Background: an optimization exercise with open tools, aiming at small area and a short achievable clock period. Do not read the settings as production practice.
Only simulation tests tie the RTL to the original design; equivalence was not proved.
Power is estimated from default activity; no workload was simulated.

## willow
==> flow/design.v <==
module fft64_result_collector (
    input  logic        CLK,
    input  logic        RST,
    input  logic        ED,
    input  logic        RDY,
    input  logic [5:0]  ADDR,
    input  logic [18:0] DOR,
    input  logic [18:0] DOI,
    input  logic        OVF1,
    input  logic        OVF2,
    output logic        M_VALID,
    input  logic        M_READY,
    output logic [18:0] M_DR,
    output logic [18:0] M_DI,
    output logic [5:0]  M_IDX,
    output logic        M_LAST,
    output logic [1:0]  M_OVF,
    output logic        BUSY,
    output logic [7:0]  DROP_CNT
);
    logic        drain;       
    logic        capt;        
    logic        drain_w;     
    logic        vld;         
    logic [5:0]  cnt;         
    logic [1:0]  frame_ovf;
    logic [37:0] mem [1:63];
    logic [63:0] rsel_i;      
    logic [63:0] rsel_r;      
    logic [5:0]  cnt_d;
    logic capture, we, drop, load, first, ld_rd, drain_d, we0, start, ld_out, last63;
    assign capture = capt;
    assign we      = ED && !drain_w;
    assign start   = ED && RDY && !drain;
    assign drop    = ED && RDY && BUSY;
    assign first   = drain && !vld;
    assign load    = drain && (!vld || (M_READY && !M_LAST));
    assign ld_rd   = drain && vld && M_READY && !M_LAST;
    assign M_OVF   = frame_ovf;
    assign we0     = we && (ADDR == 6'd0);
    assign last63  = capture && ED && !RDY && (cnt == 6'd63);
    assign drain_d = last63 || (drain && !(vld && M_READY && M_LAST));
    always_ff @(posedge CLK or posedge RST) begin
        if (RST) begin
            BUSY     <= 1'b0;
            drain    <= 1'b0;
            capt     <= 1'b0;
            M_VALID  <= 1'b0;
            vld      <= 1'b0;
            drain_w  <= 1'b0;
            DROP_CNT <= 8'd0;
        end else begin
            vld     <= drain && !(vld && M_READY && M_LAST);
            M_VALID <= drain && !(M_VALID && M_READY && M_LAST);
            drain_w <= last63 || (drain_w && !(vld && M_READY && M_LAST));
            if (drop && (DROP_CNT != 8'hFF)) DROP_CNT <= DROP_CNT + 8'd1;
            if (!BUSY) begin
                if (ED && RDY) begin
                    BUSY <= 1'b1;
                    capt <= 1'b1;
                end
            end else if (!drain) begin
                if (ED && !RDY && (cnt == 6'd63)) begin
                    drain <= 1'b1;
                    capt  <= 1'b0;
                end
            end else begin
                if (!load && M_READY && M_LAST) begin
                    BUSY    <= 1'b0;
                    drain   <= 1'b0;
                end
            end
        end
    end
    always_comb begin
        cnt_d = cnt;
        if (start)                         cnt_d = 6'd1;
        else if ((capture && ED) || load)  cnt_d = cnt + 6'd1;
    end
    always_ff @(posedge CLK) begin
        cnt <= cnt_d;
        for (int k = 0; k < 64; k++) begin
            rsel_i[k] <= drain_d && (cnt_d == 6'(k));
            rsel_r[k] <= drain_d && ((load || (capture && ED)) ? (cnt == 6'(k - 1)) : (cnt == 6'(k)));
        end
        frame_ovf <= ({2{start}} & {OVF2, OVF1}) |
                     ({2{!start}} & (frame_ovf | ({2{capture && ED}} & {OVF2, OVF1})));
    end
    always_ff @(posedge CLK) begin
        for (int k = 1; k < 64; k++)
            if (we && (ADDR == 6'(k))) mem[k] <= {DOR, DOI};
    end
    logic [37:0] m_d;
    assign ld_out = we0 || ld_rd;
    genvar gb;
    generate
        for (gb = 0; gb < 38; gb++) begin : g_rd
            logic [63:0] col;
            assign col[0] = (gb < 19) ? DOI[gb % 19] : DOR[gb % 19];
            for (genvar k = 1; k < 64; k++) begin : g_c
                assign col[k] = mem[k][gb];
            end
            fft64_rdbit u_rd (.sel(gb < 19 ? {rsel_i[63:1], we0} : {rsel_r[63:1], we0}), .d(col),
                              .ld(ld_out), .qh(gb < 19 ? M_DI[gb % 19] : M_DR[gb % 19]), .q(m_d[gb]));
        end
    endgenerate
    logic [6:0]  i_d;
    generate
        for (gb = 0; gb < 7; gb++) begin : g_hi
            fft64_mux2 u_h (.s(load), .a(gb < 6 ? cnt[gb % 6] : rsel_i[63]), .b(gb < 6 ? M_IDX[gb % 6] : M_LAST), .y(i_d[gb]));
        end
    endgenerate
    always_ff @(posedge CLK) begin
        {M_DR, M_DI}    <= m_d;
        {M_LAST, M_IDX} <= i_d;
    end
endmodule
module fft64_rdbit (
    input  logic [63:0] sel,
    input  logic [63:0] d,
    input  logic        ld,
    input  logic        qh,
    output logic        q
);
    logic [21:0] g_n;    
    logic [5:0]  h;      
    logic [2:0]  m_n;
    logic        hold_n;
    for (genvar j = 0; j < 21; j++) begin : g_a
        fft64_aoi222 u_a (.a(sel[3*j+2:3*j]), .b(d[3*j+2:3*j]), .y(g_n[j]));
    end
    fft64_nand2 u_a21 (.a(sel[63]), .b(d[63]), .y(g_n[21]));
    for (genvar j = 0; j < 4; j++) begin : g_h
        fft64_nand4 u_h (.a(g_n[4*j+3:4*j]), .y(h[j]));
    end
    fft64_nand3 u_h4 (.a(g_n[18:16]), .y(h[4]));
    fft64_nand3 u_h5 (.a(g_n[21:19]), .y(h[5]));
    for (genvar j = 0; j < 3; j++) begin : g_m
        fft64_nor2 u_m (.a(h[2*j+1:2*j]), .y(m_n[j]));
    end
    fft64_nor2 u_hn (.a({ld, qh}), .y(hold_n));
    fft64_aoi41 u_q (.a({ld, m_n}), .b(hold_n), .y(q));
endmodule
module fft64_aoi41 (
    input  logic [3:0] a,
    input  logic       b,
    output logic       y
);
    assign y = ~(&a | b);
endmodule
module fft64_aoi222 (
    input  logic [2:0] a,
    input  logic [2:0] b,
    output logic       y
);
    assign y = ~((a[0] & b[0]) | (a[1] & b[1]) | (a[2] & b[2]));
endmodule
module fft64_nand2 (
    input  logic a,
    input  logic b,
    output logic y
);
    assign y = ~(a & b);
endmodule
module fft64_nand3 (
    input  logic [2:0] a,
    output logic       y
);
    assign y = ~&a;
endmodule
module fft64_nand4 (
    input  logic [3:0] a,
    output logic       y
);
    assign y = ~&a;
endmodule
module fft64_nor2 (
    input  logic [1:0] a,
    output logic       y
);
    assign y = ~|a;
endmodule
module fft64_mux2 (
    input  logic s,
    input  logic a,
    input  logic b,
    output logic y
);
    assign y = s ? a : b;
endmodule
clock: 4.0 ns
lec_check: 0
cap_margin: 20
core_margin: 2
core_utilization: 55
cts_cluster_diameter: 100
cts_cluster_size: 25
place_density: 0.68
setup_slack_margin: 1.85
slew_margin: 20
synth_hierarchical: 1
tns_end_percent: 100
standard.sh (not shown) runs the stock make flow with config.mk's settings and CLKGATE_MAP_FILE= SYNTH_SCRIPT=/design/flow/synth_recipe.tcl, a recipe that flattens the netlist after the stock synthesis.
==> flow/flow/run.sh <==
#!/bin/bash
set -euo pipefail
bash standard.sh MATCH_CELL_FOOTPRINT=0 "BUFFER_PORTS_ARGS=-buffer_cell sky130_fd_sc_hd__buf_2" finish > run_standard.log 2>&1
willow went all the way through the flow, and no timing, DRC or antenna check failed.
Relative to willow, the following input files were edited for yarrow:
diff --git a/flow/design.v b/flow/design.v
--- a/flow/design.v
+++ b/flow/design.v
@@ -87,69 +87,61 @@
                      ({2{!start}} & (frame_ovf | ({2{capture && ED}} & {OVF2, OVF1})));
     end
     always_ff @(posedge CLK) begin
         for (int k = 1; k < 64; k++)
             if (we && (ADDR == 6'(k))) mem[k] <= {DOR, DOI};
     end
-    logic [37:0] m_d;
-    assign ld_out = we0 || ld_rd;
+    logic [37:0] rd;
     genvar gb;
     generate
         for (gb = 0; gb < 38; gb++) begin : g_rd
             logic [63:0] col;
             assign col[0] = (gb < 19) ? DOI[gb % 19] : DOR[gb % 19];
             for (genvar k = 1; k < 64; k++) begin : g_c
                 assign col[k] = mem[k][gb];
             end
-            fft64_rdbit u_rd (.sel(gb < 19 ? {rsel_i[63:1], we0} : {rsel_r[63:1], we0}), .d(col),
-                              .ld(ld_out), .qh(gb < 19 ? M_DI[gb % 19] : M_DR[gb % 19]), .q(m_d[gb]));
+            fft64_rdbit u_rd (.sel(gb < 19 ? {rsel_i[63:1], we0} : {rsel_r[63:1], we0}), .d(col), .q(rd[gb]));
         end
     endgenerate
+    assign ld_out = we0 || ld_rd;
+    logic [37:0] m_d;
     logic [6:0]  i_d;
     generate
+        for (gb = 0; gb < 38; gb++) begin : g_hm
+            fft64_mux2 u_h (.s(ld_out), .a(rd[gb]), .b(gb < 19 ? M_DI[gb % 19] : M_DR[gb % 19]), .y(m_d[gb]));
+        end
         for (gb = 0; gb < 7; gb++) begin : g_hi
             fft64_mux2 u_h (.s(load), .a(gb < 6 ? cnt[gb % 6] : rsel_i[63]), .b(gb < 6 ? M_IDX[gb % 6] : M_LAST), .y(i_d[gb]));
         end
     endgenerate
     always_ff @(posedge CLK) begin
         {M_DR, M_DI}    <= m_d;
         {M_LAST, M_IDX} <= i_d;
     end
 endmodule
 module fft64_rdbit (
     input  logic [63:0] sel,
     input  logic [63:0] d,
-    input  logic        ld,
-    input  logic        qh,
     output logic        q
 );
     logic [21:0] g_n;    
     logic [5:0]  h;      
     logic [2:0]  m_n;
-    logic        hold_n;
     for (genvar j = 0; j < 21; j++) begin : g_a
         fft64_aoi222 u_a (.a(sel[3*j+2:3*j]), .b(d[3*j+2:3*j]), .y(g_n[j]));
     end
     fft64_nand2 u_a21 (.a(sel[63]), .b(d[63]), .y(g_n[21]));
     for (genvar j = 0; j < 4; j++) begin : g_h
         fft64_nand4 u_h (.a(g_n[4*j+3:4*j]), .y(h[j]));
     end
     fft64_nand3 u_h4 (.a(g_n[18:16]), .y(h[4]));
     fft64_nand3 u_h5 (.a(g_n[21:19]), .y(h[5]));
     for (genvar j = 0; j < 3; j++) begin : g_m
         fft64_nor2 u_m (.a(h[2*j+1:2*j]), .y(m_n[j]));
     end
-    fft64_nor2 u_hn (.a({ld, qh}), .y(hold_n));
-    fft64_aoi41 u_q (.a({ld, m_n}), .b(hold_n), .y(q));
-endmodule
-module fft64_aoi41 (
-    input  logic [3:0] a,
-    input  logic       b,
-    output logic       y
-);
-    assign y = ~(&a | b);
+    fft64_nand3 u_q (.a(m_n), .y(q));
 endmodule
 module fft64_aoi222 (
     input  logic [2:0] a,
     input  logic [2:0] b,
     output logic       y
 );
Notes after the runs:
- yarrow | stages: all done | timing, DRC, antenna: all pass
- yarrow vs. willow: clock skew moved down; multi-input logic portion of the cell area level; total setup buffers inserted after CTS moved up; cell area moved down.
- Summary of yarrow over willow: die width saw little to no change, power saw a decrease, proportion of cell area occupied by registers saw an increase, number of filler cells placed in the layout saw an increase, number of buffer and inverter instances along the worst setup path saw a decrease.
- yarrow leaves more setup margin than willow.
- On synthesized-area fraction occupied by and/or/nand/nor cells, yarrow tracks willow almost exactly.
- On post-layout instance count excluding filler cells: yarrow sits below willow.
- yarrow: post-detailed-placement half-perimeter wirelength is 0.69% higher than what willow reported.

-- what the ideal ports hide --
No port has a modelled driver above. Below, the same layouts with a new extraction and two added sets of constraints.
Step 1 (the two cells are an assumption about what drives the block):
set clk [get_ports {CLK}]
set_driving_cell -lib_cell sky130_fd_sc_hd__clkbuf_16 $clk
set_driving_cell -lib_cell sky130_fd_sc_hd__buf_2 [delete_from_list [all_inputs] $clk]
Step 2, shift: input delay + t, output delay - t, t = (earliest + latest rising clock arrival at the registers) / 2. This alone moves slack from input paths to output paths.
a / b / c = no drivers / after step 1 / after step 2; a / b = the first two.
| run | shift t [ns] | setup WS [ns] | hold slack, ns |
|---|---|---|---|
| willow | 0.854 | 1.656 / 1.648 / 0.794 | 0.124 / 0.061 / 0.491 |
| yarrow | 0.853 | 1.714 / 1.686 / 0.834 | 0.118 / 0.044 / 0.493 |
After both steps every run listed still meets setup and hold. For yarrow, which loses most, drivers alone change the setup slack by -0.028 ns; drivers and shift together by -0.880 ns.
